Source: an optimization exercise on an open RTL-to-GDS flow (aim: small area, a short achievable clock period and few clock cycles). Production flows keep margins and buffers that such runs may drop.
Where RTL was checked, it was by simulation tests only, not by an equivalence proof against the original.
Power figures rest on the tool's default switching activity, not on a simulated workload.

==> inputs of run M <==
==> flow/design.v (excerpt) <==
module fb_backend_top (
    input  logic        clk,
    input  logic        rst,
    input  logic [64:0] cfg,
    input  logic        cmd_valid,
    input  logic [1:0]  cmd,
    input  logic        wr_valid,
    input  logic [6:0]  wr_pos,
    input  logic [31:0] wr_color,
    input  logic [15:0] wr_depth,
    input  logic        rd_valid,
    input  logic [6:0]  rd_pos,
    input  logic        fb_swapped,
    output logic        color_rd_valid,
    output logic [31:0] color_rd_data,
    output logic        depth_rd_valid,
    output logic [15:0] depth_rd_data,
    output logic        busy,
    output logic        swap_fb,
    output logic        cmd_done
);
==> module framebuffer_tile, before the edit <==
module framebuffer_tile #(
    parameter int pixel_width = 16
)
(
    input  logic                        clk,
    input  logic [127:0]                pix_we,
    input  logic [pixel_width-1:0]      wdata,
    input  logic [6:0]                  rd_pos,
    output logic [pixel_width-1:0]      rd_data
);
    logic [pixel_width-1:0] mem [128];
    for (genvar p = 0; p < 128; p++)
    begin : g_pix
        always_ff @(posedge clk)
        begin
            if (pix_we[p])
            begin
                mem[p] <= wdata;
            end
        end
    end
    logic [6:0]             rd_idx;
    logic [3:0]             hot [4];
    logic [pixel_width-1:0] s0 [128];
    logic [pixel_width-1:0] s1 [32];
    logic [pixel_width-1:0] s2 [8];
    logic [pixel_width-1:0] s3 [2];
    assign rd_idx = {rd_pos[2:0], rd_pos[6:3]};
    for (genvar k = 0; k < 4; k++)
    begin : g_hot
        for (genvar j = 0; j < 4; j++)
        begin : g_j
            if (k < 3)
            begin : g_two
                assign hot[k][j] = (rd_idx[2*k +: 2] == 2'(j));
            end
            else
            begin : g_one
                assign hot[k][j] = (j < 2) && (rd_idx[6] == 1'(j));
            end
        end
    end
    for (genvar p = 0; p < 128; p++)
    begin : g_leaf
        assign s0[p] = mem[p];
    end
    function automatic logic [pixel_width-1:0] or4_sel(
        input logic [3:0] sel,
        input logic [pixel_width-1:0] a, b, c, d);
        or4_sel = ({pixel_width{sel[0]}} & a) | ({pixel_width{sel[1]}} & b)
                | ({pixel_width{sel[2]}} & c) | ({pixel_width{sel[3]}} & d);
    endfunction
    for (genvar i = 0; i < 32; i++)
    begin : g_s1
        assign s1[i] = or4_sel(hot[0], s0[4*i], s0[4*i+1], s0[4*i+2], s0[4*i+3]);
    end
    for (genvar i = 0; i < 8; i++)
    begin : g_s2
        assign s2[i] = or4_sel(hot[1], s1[4*i], s1[4*i+1], s1[4*i+2], s1[4*i+3]);
    end
    for (genvar i = 0; i < 2; i++)
    begin : g_s3
        assign s3[i] = or4_sel(hot[2], s2[4*i], s2[4*i+1], s2[4*i+2], s2[4*i+3]);
    end
    always_ff @(posedge clk)
    begin
        rd_data <= hot[3][1] ? s3[1] : s3[0];
    end
endmodule
==> module fb_backend_top, before the edit <==
module fb_backend_top (
    input  logic        clk,
    input  logic        rst,
    input  logic [64:0] cfg,
    input  logic        cmd_valid,
    input  logic [1:0]  cmd,
    input  logic        wr_valid,
    input  logic [6:0]  wr_pos,
    input  logic [31:0] wr_color,
    input  logic [15:0] wr_depth,
    input  logic        rd_valid,
    input  logic [6:0]  rd_pos,
    input  logic        fb_swapped,
    output logic        color_rd_valid,
    output logic [31:0] color_rd_data,
    output logic        depth_rd_valid,
    output logic [15:0] depth_rd_data,
    output logic        busy,
    output logic        swap_fb,
    output logic        cmd_done
);
    raster_pkg::fb_config_t  cfg_s;
    logic                    rd_v;
    logic [127:0]            pix_hit;
    logic [127:0]            color_we;
    logic [127:0]            depth_we;
    logic [15:0]             color_wdata;
    logic [15:0]             depth_wdata;
    logic [15:0]              color_rd_raw;
    assign cfg_s = cfg;
    buffer_sequencer seq (
        .clk        (clk),
        .rst        (rst),
        .cmd_valid  (cmd_valid),
        .cmd        (cmd),
        .fb_swapped (fb_swapped),
        .swap_fb    (swap_fb),
        .busy       (busy),
        .cmd_done   (cmd_done)
    );
    logic        clear_req;
    logic        color_go;
    logic        depth_go;
    logic [15:0] col_c;
    logic [15:0] col_d;
    logic [15:0] col_w;
    logic [7:0]  row_s;
    logic [7:0]  row_w;
    assign clear_req = cmd_valid && cmd[0];
    assign color_go  = !busy && cfg_s.color_write_enable;
    assign depth_go  = !busy && cfg_s.depth_write_enable;
    for (genvar x = 0; x < 16; x++)
    begin : g_x
        logic x_in;
        assign x_in     = (4'(x) >= cfg_s.scissor.start_pos.x) && (4'(x) < cfg_s.scissor.end_pos.x);
        assign col_c[x] = color_go && (!cfg_s.scissor.enable || x_in);
        assign col_d[x] = depth_go && (!cfg_s.scissor.enable || x_in);
        assign col_w[x] = wr_valid && (wr_pos[6:3] == 4'(x));
    end
    for (genvar y = 0; y < 8; y++)
    begin : g_y
        logic y_in;
        assign y_in     = (3'(y) >= cfg_s.scissor.start_pos.y) && (3'(y) < cfg_s.scissor.end_pos.y);
        assign row_s[y] = !cfg_s.scissor.enable || y_in;
        assign row_w[y] = (wr_pos[2:0] == 3'(y));
    end
    for (genvar p = 0; p < 128; p++)
    begin : g_we
        assign pix_hit[p]  = row_s[p / 16] && (clear_req || (col_w[p % 16] && row_w[p / 16]));
        assign color_we[p] = col_c[p % 16] && pix_hit[p];
        assign depth_we[p] = col_d[p % 16] && pix_hit[p];
    end
    assign color_wdata = clear_req ? raster_pkg::to_rgb565(cfg_s.clear_color) : raster_pkg::to_rgb565(wr_color);
    assign depth_wdata = clear_req ? cfg_s.clear_depth : wr_depth;
    framebuffer_tile #(
        .pixel_width (16)
    ) color_tile (
        .clk     (clk),
        .pix_we  (color_we),
        .wdata   (color_wdata),
        .rd_pos  (rd_pos),
        .rd_data (color_rd_raw)
    );
    framebuffer_tile #(
        .pixel_width (16)
    ) depth_tile (
        .clk     (clk),
        .pix_we  (depth_we),
        .wdata   (depth_wdata),
        .rd_pos  (rd_pos),
        .rd_data (depth_rd_data)
    );
    always_ff @(posedge clk)
    begin
        if (rst)
        begin
            rd_v <= 1'b0;
        end
        else
        begin
            rd_v <= rd_valid && !busy;
        end
    end
    assign color_rd_data  = raster_pkg::from_rgb565(color_rd_raw);
    assign color_rd_valid = rd_v;
    assign depth_rd_valid = rd_v;
endmodule
==> module buffer_sequencer, before the edit <==
module buffer_sequencer (
    input  logic                clk,
    input  logic                rst,
    input  logic                cmd_valid,
    input  logic [1:0]          cmd,
    input  logic                fb_swapped,
    output logic                swap_fb,
    output logic                busy,
    output logic                cmd_done
);
    logic accept;
    assign accept    = cmd_valid && !busy && (cmd != 2'd0);
    always_ff @(posedge clk)
    begin
        if (rst)
        begin
            busy     <= 1'b0;
            swap_fb  <= 1'b0;
            cmd_done <= 1'b0;
        end
        else
        begin
            swap_fb  <= accept && cmd[1];
            if (busy)
            begin
                busy     <= !fb_swapped;
                cmd_done <= fb_swapped;
            end
            else
            begin
                busy     <= accept && cmd[1];
                cmd_done <= accept && !cmd[1];
            end
        end
    end
endmodule
clock: 6.0 ns
lec_check: 0
cap_margin: 20
core_margin: 2
core_utilization: 40
cts_cluster_diameter: 100
cts_cluster_size: 30
setup_slack_margin: 3.0
slew_margin: 20
run.sh (not shown) runs the stock make flow with config.mk's settings and CLKGATE_MAP_FILE= SYNTH_SCRIPT=/design/flow/synth_recipe.tcl, a recipe that flattens the netlist after the stock synthesis.
==> run D (differences from run M) <==
--- a/flow/design.v
+++ b/flow/design.v
@@ -55,4 +55,11 @@
 endpackage
 `timescale 1ns/10ps
+module fb_rd_or8 (
+    input  logic [7:0] pix,
+    input  logic [7:0] sel,
+    output logic       y
+);
+    assign y = |(pix & sel);
+endmodule
 module framebuffer_tile #(
     parameter int pixel_width = 16
@@ -62,5 +69,5 @@
     input  logic [127:0]                pix_we,
     input  logic [pixel_width-1:0]      wdata,
-    input  logic [6:0]                  rd_pos,
+    input  logic [127:0]                rd_hot,
     output logic [pixel_width-1:0]      rd_data
 );
@@ -76,50 +83,26 @@
         end
     end
-    logic [6:0]             rd_idx;
-    logic [3:0]             hot [4];
-    logic [pixel_width-1:0] s0 [128];
-    logic [pixel_width-1:0] s1 [32];
-    logic [pixel_width-1:0] s2 [8];
-    logic [pixel_width-1:0] s3 [2];
-    assign rd_idx = {rd_pos[2:0], rd_pos[6:3]};
-    for (genvar k = 0; k < 4; k++)
-    begin : g_hot
-        for (genvar j = 0; j < 4; j++)
-        begin : g_j
-            if (k < 3)
-            begin : g_two
-                assign hot[k][j] = (rd_idx[2*k +: 2] == 2'(j));
-            end
-            else
-            begin : g_one
-                assign hot[k][j] = (j < 2) && (rd_idx[6] == 1'(j));
-            end
-        end
-    end
-    for (genvar p = 0; p < 128; p++)
-    begin : g_leaf
-        assign s0[p] = mem[p];
-    end
-    function automatic logic [pixel_width-1:0] or4_sel(
-        input logic [3:0] sel,
-        input logic [pixel_width-1:0] a, b, c, d);
-        or4_sel = ({pixel_width{sel[0]}} & a) | ({pixel_width{sel[1]}} & b)
-                | ({pixel_width{sel[2]}} & c) | ({pixel_width{sel[3]}} & d);
-    endfunction
-    for (genvar i = 0; i < 32; i++)
-    begin : g_s1
-        assign s1[i] = or4_sel(hot[0], s0[4*i], s0[4*i+1], s0[4*i+2], s0[4*i+3]);
-    end
-    for (genvar i = 0; i < 8; i++)
-    begin : g_s2
-        assign s2[i] = or4_sel(hot[1], s1[4*i], s1[4*i+1], s1[4*i+2], s1[4*i+3]);
-    end
-    for (genvar i = 0; i < 2; i++)
-    begin : g_s3
-        assign s3[i] = or4_sel(hot[2], s2[4*i], s2[4*i+1], s2[4*i+2], s2[4*i+3]);
+    logic [15:0]            or8 [pixel_width];
+    logic [pixel_width-1:0] rd_sel;
+    for (genvar b = 0; b < pixel_width; b++)
+    begin : g_bit
+        for (genvar g = 0; g < 16; g++)
+        begin : g_grp
+            logic [7:0] pix;
+            for (genvar k = 0; k < 8; k++)
+            begin : g_k
+                assign pix[k] = mem[8*g+k][b];
+            end
+            fb_rd_or8 u (
+                .pix (pix),
+                .sel (rd_hot[8*g +: 8]),
+                .y   (or8[b][g])
+            );
+        end
+        assign rd_sel[b] = |or8[b];
     end
     always_ff @(posedge clk)
     begin
-        rd_data <= hot[3][1] ? s3[1] : s3[0];
+        rd_data <= rd_sel;
     end
 endmodule
@@ -188,4 +171,5 @@
     logic [127:0]            color_we;
     logic [127:0]            depth_we;
+    logic [127:0]            rd_hot;
     logic [15:0]             color_wdata;
     logic [15:0]             depth_wdata;
@@ -234,4 +218,8 @@
         assign depth_we[p] = col_d[p % 16] && pix_hit[p];
     end
+    for (genvar p = 0; p < 128; p++)
+    begin : g_rd
+        assign rd_hot[p] = ({rd_pos[2:0], rd_pos[6:3]} == 7'(p));
+    end
     assign color_wdata = clear_req ? raster_pkg::to_rgb565(cfg_s.clear_color) : raster_pkg::to_rgb565(wr_color);
     assign depth_wdata = clear_req ? cfg_s.clear_depth : wr_depth;
@@ -242,5 +230,5 @@
         .pix_we  (color_we),
         .wdata   (color_wdata),
-        .rd_pos  (rd_pos),
+        .rd_hot  (rd_hot),
         .rd_data (color_rd_raw)
     );
@@ -251,5 +239,5 @@
         .pix_we  (depth_we),
         .wdata   (depth_wdata),
-        .rd_pos  (rd_pos),
+        .rd_hot  (rd_hot),
         .rd_data (depth_rd_data)
     );
- CORE_UTILIZATION: 40 -> 50
- CTS_CLUSTER_SIZE: 30 -> 24
- SYNTH_HIERARCHICAL: default -> 1
- SYNTH_MINIMUM_KEEP_SIZE: default -> 0
==> run G (differences from run M) <==
--- a/flow/design.v
+++ b/flow/design.v
@@ -77,49 +77,20 @@
     end
     logic [6:0]             rd_idx;
-    logic [3:0]             hot [4];
-    logic [pixel_width-1:0] s0 [128];
-    logic [pixel_width-1:0] s1 [32];
-    logic [pixel_width-1:0] s2 [8];
-    logic [pixel_width-1:0] s3 [2];
+    logic [pixel_width-1:0] lvl [8][128];
     assign rd_idx = {rd_pos[2:0], rd_pos[6:3]};
-    for (genvar k = 0; k < 4; k++)
-    begin : g_hot
-        for (genvar j = 0; j < 4; j++)
-        begin : g_j
-            if (k < 3)
-            begin : g_two
-                assign hot[k][j] = (rd_idx[2*k +: 2] == 2'(j));
-            end
-            else
-            begin : g_one
-                assign hot[k][j] = (j < 2) && (rd_idx[6] == 1'(j));
-            end
-        end
-    end
     for (genvar p = 0; p < 128; p++)
     begin : g_leaf
-        assign s0[p] = mem[p];
-    end
-    function automatic logic [pixel_width-1:0] or4_sel(
-        input logic [3:0] sel,
-        input logic [pixel_width-1:0] a, b, c, d);
-        or4_sel = ({pixel_width{sel[0]}} & a) | ({pixel_width{sel[1]}} & b)
-                | ({pixel_width{sel[2]}} & c) | ({pixel_width{sel[3]}} & d);
-    endfunction
-    for (genvar i = 0; i < 32; i++)
-    begin : g_s1
-        assign s1[i] = or4_sel(hot[0], s0[4*i], s0[4*i+1], s0[4*i+2], s0[4*i+3]);
-    end
-    for (genvar i = 0; i < 8; i++)
-    begin : g_s2
-        assign s2[i] = or4_sel(hot[1], s1[4*i], s1[4*i+1], s1[4*i+2], s1[4*i+3]);
-    end
-    for (genvar i = 0; i < 2; i++)
-    begin : g_s3
-        assign s3[i] = or4_sel(hot[2], s2[4*i], s2[4*i+1], s2[4*i+2], s2[4*i+3]);
+        assign lvl[0][p] = mem[p];
+    end
+    for (genvar l = 0; l < 7; l++)
+    begin : g_lvl
+        for (genvar i = 0; i < (64 >> l); i++)
+        begin : g_node
+            assign lvl[l+1][i] = rd_idx[l] ? lvl[l][2*i+1] : lvl[l][2*i];
+        end
     end
     always_ff @(posedge clk)
     begin
-        rd_data <= hot[3][1] ? s3[1] : s3[0];
+        rd_data <= lvl[7][0];
     end
 endmodule
@@ -131,4 +102,5 @@
     input  logic [1:0]          cmd,
     input  logic                fb_swapped,
+    output logic                memset_go,
     output logic                swap_fb,
     output logic                busy,
@@ -137,4 +109,5 @@
     logic accept;
     assign accept    = cmd_valid && !busy && (cmd != 2'd0);
+    assign memset_go = cmd_valid && !busy && cmd[0];
     always_ff @(posedge clk)
     begin
@@ -184,5 +157,10 @@
 );
     raster_pkg::fb_config_t  cfg_s;
+    logic                    memset_go;
+    logic                    frag_wr;
     logic                    rd_v;
+    logic [15:0]             x_in;
+    logic [7:0]              y_in;
+    logic [127:0]            pix_in;
     logic [127:0]            pix_hit;
     logic [127:0]            color_we;
@@ -198,42 +176,27 @@
         .cmd        (cmd),
         .fb_swapped (fb_swapped),
+        .memset_go  (memset_go),
         .swap_fb    (swap_fb),
         .busy       (busy),
         .cmd_done   (cmd_done)
     );
-    logic        clear_req;
-    logic        color_go;
-    logic        depth_go;
-    logic [15:0] col_c;
-    logic [15:0] col_d;
-    logic [15:0] col_w;
-    logic [7:0]  row_s;
-    logic [7:0]  row_w;
-    assign clear_req = cmd_valid && cmd[0];
-    assign color_go  = !busy && cfg_s.color_write_enable;
-    assign depth_go  = !busy && cfg_s.depth_write_enable;
+    assign frag_wr = wr_valid && !busy;
     for (genvar x = 0; x < 16; x++)
     begin : g_x
-        logic x_in;
-        assign x_in     = (4'(x) >= cfg_s.scissor.start_pos.x) && (4'(x) < cfg_s.scissor.end_pos.x);
-        assign col_c[x] = color_go && (!cfg_s.scissor.enable || x_in);
-        assign col_d[x] = depth_go && (!cfg_s.scissor.enable || x_in);
-        assign col_w[x] = wr_valid && (wr_pos[6:3] == 4'(x));
+        assign x_in[x] = (4'(x) >= cfg_s.scissor.start_pos.x) && (4'(x) < cfg_s.scissor.end_pos.x);
     end
     for (genvar y = 0; y < 8; y++)
     begin : g_y
-        logic y_in;
-        assign y_in     = (3'(y) >= cfg_s.scissor.start_pos.y) && (3'(y) < cfg_s.scissor.end_pos.y);
-        assign row_s[y] = !cfg_s.scissor.enable || y_in;
-        assign row_w[y] = (wr_pos[2:0] == 3'(y));
+        assign y_in[y] = (3'(y) >= cfg_s.scissor.start_pos.y) && (3'(y) < cfg_s.scissor.end_pos.y);
     end
     for (genvar p = 0; p < 128; p++)
     begin : g_we
-        assign pix_hit[p]  = row_s[p / 16] && (clear_req || (col_w[p % 16] && row_w[p / 16]));
-        assign color_we[p] = col_c[p % 16] && pix_hit[p];
-        assign depth_we[p] = col_d[p % 16] && pix_hit[p];
-    end
-    assign color_wdata = clear_req ? raster_pkg::to_rgb565(cfg_s.clear_color) : raster_pkg::to_rgb565(wr_color);
-    assign depth_wdata = clear_req ? cfg_s.clear_depth : wr_depth;
+        assign pix_in[p]   = !cfg_s.scissor.enable || (x_in[p % 16] && y_in[p / 16]);
+        assign pix_hit[p]  = memset_go || (frag_wr && ({wr_pos[2:0], wr_pos[6:3]} == 7'(p)));
+        assign color_we[p] = cfg_s.color_write_enable && pix_in[p] && pix_hit[p];
+        assign depth_we[p] = cfg_s.depth_write_enable && pix_in[p] && pix_hit[p];
+    end
+    assign color_wdata = memset_go ? raster_pkg::to_rgb565(cfg_s.clear_color) : raster_pkg::to_rgb565(wr_color);
+    assign depth_wdata = memset_go ? cfg_s.clear_depth : wr_depth;
     framebuffer_tile #(
         .pixel_width (16)
==> run E (differences from run M) <==
--- a/flow/design.v
+++ b/flow/design.v
@@ -55,4 +55,11 @@
 endpackage
 `timescale 1ns/10ps
+module fb_rd_or8 (
+    input  logic [7:0] pix,
+    input  logic [7:0] sel,
+    output logic       y
+);
+    assign y = |(pix & sel);
+endmodule
 module framebuffer_tile #(
     parameter int pixel_width = 16
@@ -62,5 +69,5 @@
     input  logic [127:0]                pix_we,
     input  logic [pixel_width-1:0]      wdata,
-    input  logic [6:0]                  rd_pos,
+    input  logic [127:0]                rd_hot,
     output logic [pixel_width-1:0]      rd_data
 );
@@ -76,50 +83,26 @@
         end
     end
-    logic [6:0]             rd_idx;
-    logic [3:0]             hot [4];
-    logic [pixel_width-1:0] s0 [128];
-    logic [pixel_width-1:0] s1 [32];
-    logic [pixel_width-1:0] s2 [8];
-    logic [pixel_width-1:0] s3 [2];
-    assign rd_idx = {rd_pos[2:0], rd_pos[6:3]};
-    for (genvar k = 0; k < 4; k++)
-    begin : g_hot
-        for (genvar j = 0; j < 4; j++)
-        begin : g_j
-            if (k < 3)
-            begin : g_two
-                assign hot[k][j] = (rd_idx[2*k +: 2] == 2'(j));
-            end
-            else
-            begin : g_one
-                assign hot[k][j] = (j < 2) && (rd_idx[6] == 1'(j));
-            end
-        end
-    end
-    for (genvar p = 0; p < 128; p++)
-    begin : g_leaf
-        assign s0[p] = mem[p];
-    end
-    function automatic logic [pixel_width-1:0] or4_sel(
-        input logic [3:0] sel,
-        input logic [pixel_width-1:0] a, b, c, d);
-        or4_sel = ({pixel_width{sel[0]}} & a) | ({pixel_width{sel[1]}} & b)
-                | ({pixel_width{sel[2]}} & c) | ({pixel_width{sel[3]}} & d);
-    endfunction
-    for (genvar i = 0; i < 32; i++)
-    begin : g_s1
-        assign s1[i] = or4_sel(hot[0], s0[4*i], s0[4*i+1], s0[4*i+2], s0[4*i+3]);
-    end
-    for (genvar i = 0; i < 8; i++)
-    begin : g_s2
-        assign s2[i] = or4_sel(hot[1], s1[4*i], s1[4*i+1], s1[4*i+2], s1[4*i+3]);
-    end
-    for (genvar i = 0; i < 2; i++)
-    begin : g_s3
-        assign s3[i] = or4_sel(hot[2], s2[4*i], s2[4*i+1], s2[4*i+2], s2[4*i+3]);
+    logic [15:0]            or8 [pixel_width];
+    logic [pixel_width-1:0] rd_sel;
+    for (genvar b = 0; b < pixel_width; b++)
+    begin : g_bit
+        for (genvar g = 0; g < 16; g++)
+        begin : g_grp
+            logic [7:0] pix;
+            for (genvar k = 0; k < 8; k++)
+            begin : g_k
+                assign pix[k] = mem[8*g+k][b];
+            end
+            fb_rd_or8 u (
+                .pix (pix),
+                .sel (rd_hot[8*g +: 8]),
+                .y   (or8[b][g])
+            );
+        end
+        assign rd_sel[b] = |or8[b];
     end
     always_ff @(posedge clk)
     begin
-        rd_data <= hot[3][1] ? s3[1] : s3[0];
+        rd_data <= rd_sel;
     end
 endmodule
@@ -188,4 +171,5 @@
     logic [127:0]            color_we;
     logic [127:0]            depth_we;
+    logic [127:0]            rd_hot;
     logic [15:0]             color_wdata;
     logic [15:0]             depth_wdata;
@@ -234,4 +218,8 @@
         assign depth_we[p] = col_d[p % 16] && pix_hit[p];
     end
+    for (genvar p = 0; p < 128; p++)
+    begin : g_rd
+        assign rd_hot[p] = ({rd_pos[2:0], rd_pos[6:3]} == 7'(p));
+    end
     assign color_wdata = clear_req ? raster_pkg::to_rgb565(cfg_s.clear_color) : raster_pkg::to_rgb565(wr_color);
     assign depth_wdata = clear_req ? cfg_s.clear_depth : wr_depth;
@@ -242,5 +230,5 @@
         .pix_we  (color_we),
         .wdata   (color_wdata),
-        .rd_pos  (rd_pos),
+        .rd_hot  (rd_hot),
         .rd_data (color_rd_raw)
     );
@@ -251,5 +239,5 @@
         .pix_we  (depth_we),
         .wdata   (depth_wdata),
-        .rd_pos  (rd_pos),
+        .rd_hot  (rd_hot),
         .rd_data (depth_rd_data)
     );
- CTS_CLUSTER_SIZE: 30 -> 24
- SYNTH_HIERARCHICAL: default -> 1
- SYNTH_MINIMUM_KEEP_SIZE: default -> 0
==> qor summary <==
item	run E	run G	run D	run M
Post-synthesis cell type count	48	52	48	49
Post-CTS setup buffer count	207	208	142	68
Antenna violations before repair	47	56	44	40
Outcome	timing/DRC/antenna clean	timing/DRC/antenna clean	timing/DRC/antenna clean	complete, but fails checks
Layout check failures	-	-	-	antenna rules
Sequential power	32.7 mW	32.8 mW	32.7 mW	32.8 mW
Total half-perimeter wirelength after legalization and detailed placement	307,000 um	248,000 um	296,000 um	298,000 um
Hold slack final	0.558 ns	0.643 ns	0.501 ns	0.518 ns
1st-pass router iterations	7	9	8	6
R2R depth	6	4	5	6
Post-layout instance area	0.174 mm^2	0.183 mm^2	0.171 mm^2	0.180 mm^2
Tapcells inserted	4,837	5,265	3,919	5,265
Total of clock buffers placed in the layout	304	203	303	253
Starting utilization of the core area	0.401	0.402	0.503	0.402
Weighted congestion at the end of routability-driven global placement	0.966	0.882	0.960	0.893
Layout overhead on the synthesized area	17.6%	14.0%	15.6%	12.5%
Ratio of routed vias to standard cells	6.45	5.94	6.79	6.05
Detailed-route wire length on metal 1	189,000 um	168,000 um	179,000 um	191,000 um
Global routing usage on met3	0.0528	0.0256	0.0637	0.0286
TritonCTS Buffers	199	167	194	164
Compound-Gate Fraction of Synth Area	0.110	0.0106	0.110	0.0281
Worst reg2reg setup slack	3.46 ns	3.10 ns	3.23 ns	3.46 ns
Internal power summed over all cells	39.6 mW	40.1 mW	39.3 mW	39.6 mW
Filler cells	30,500	32,200	21,800	33,300
Testbench counts of run D, summed over its fixed seeds: cycles 4,796.
Testbench counts of run G, summed over its fixed seeds: cycles 4,796.
Testbench counts of run E, summed over its fixed seeds: cycles 4,796.
The RTL of run M was laid out without a check of its function.

separate check: timing with driven ports:
The results above use ideal ports. As a check the final layouts listed here were re-extracted and re-timed, cells and wires unchanged. Step 1 sets driving cells, clkbuf_16 on the clock port and buf_2 on the other inputs (assumed; they add their load-dependent delay and slew). Step 2, shift: input delay + t, output delay - t, t = (earliest + latest rising clock arrival at the registers) / 2. This alone moves slack from input paths to output paths. Three values: no drivers, after step 1, after step 2; two values: the first two.
run | t (ns) | setup WS [ns] | worst setup path after step 2 | pins driven straight from the clock port
run M | 1.018 | 2.929 / 2.741 / 1.723 | input to register | 1
run D | 1.020 | 2.773 / 2.788 / 1.768 | input to register | 1
run G | 1.000 | 2.687 / 2.397 / 1.397 | input to register | 1
run E | 1.042 | 2.770 / 2.771 / 1.730 | input to register | 1
For run G, which loses most, drivers alone change the setup slack by -0.290 ns; drivers and shift together by -1.290 ns.
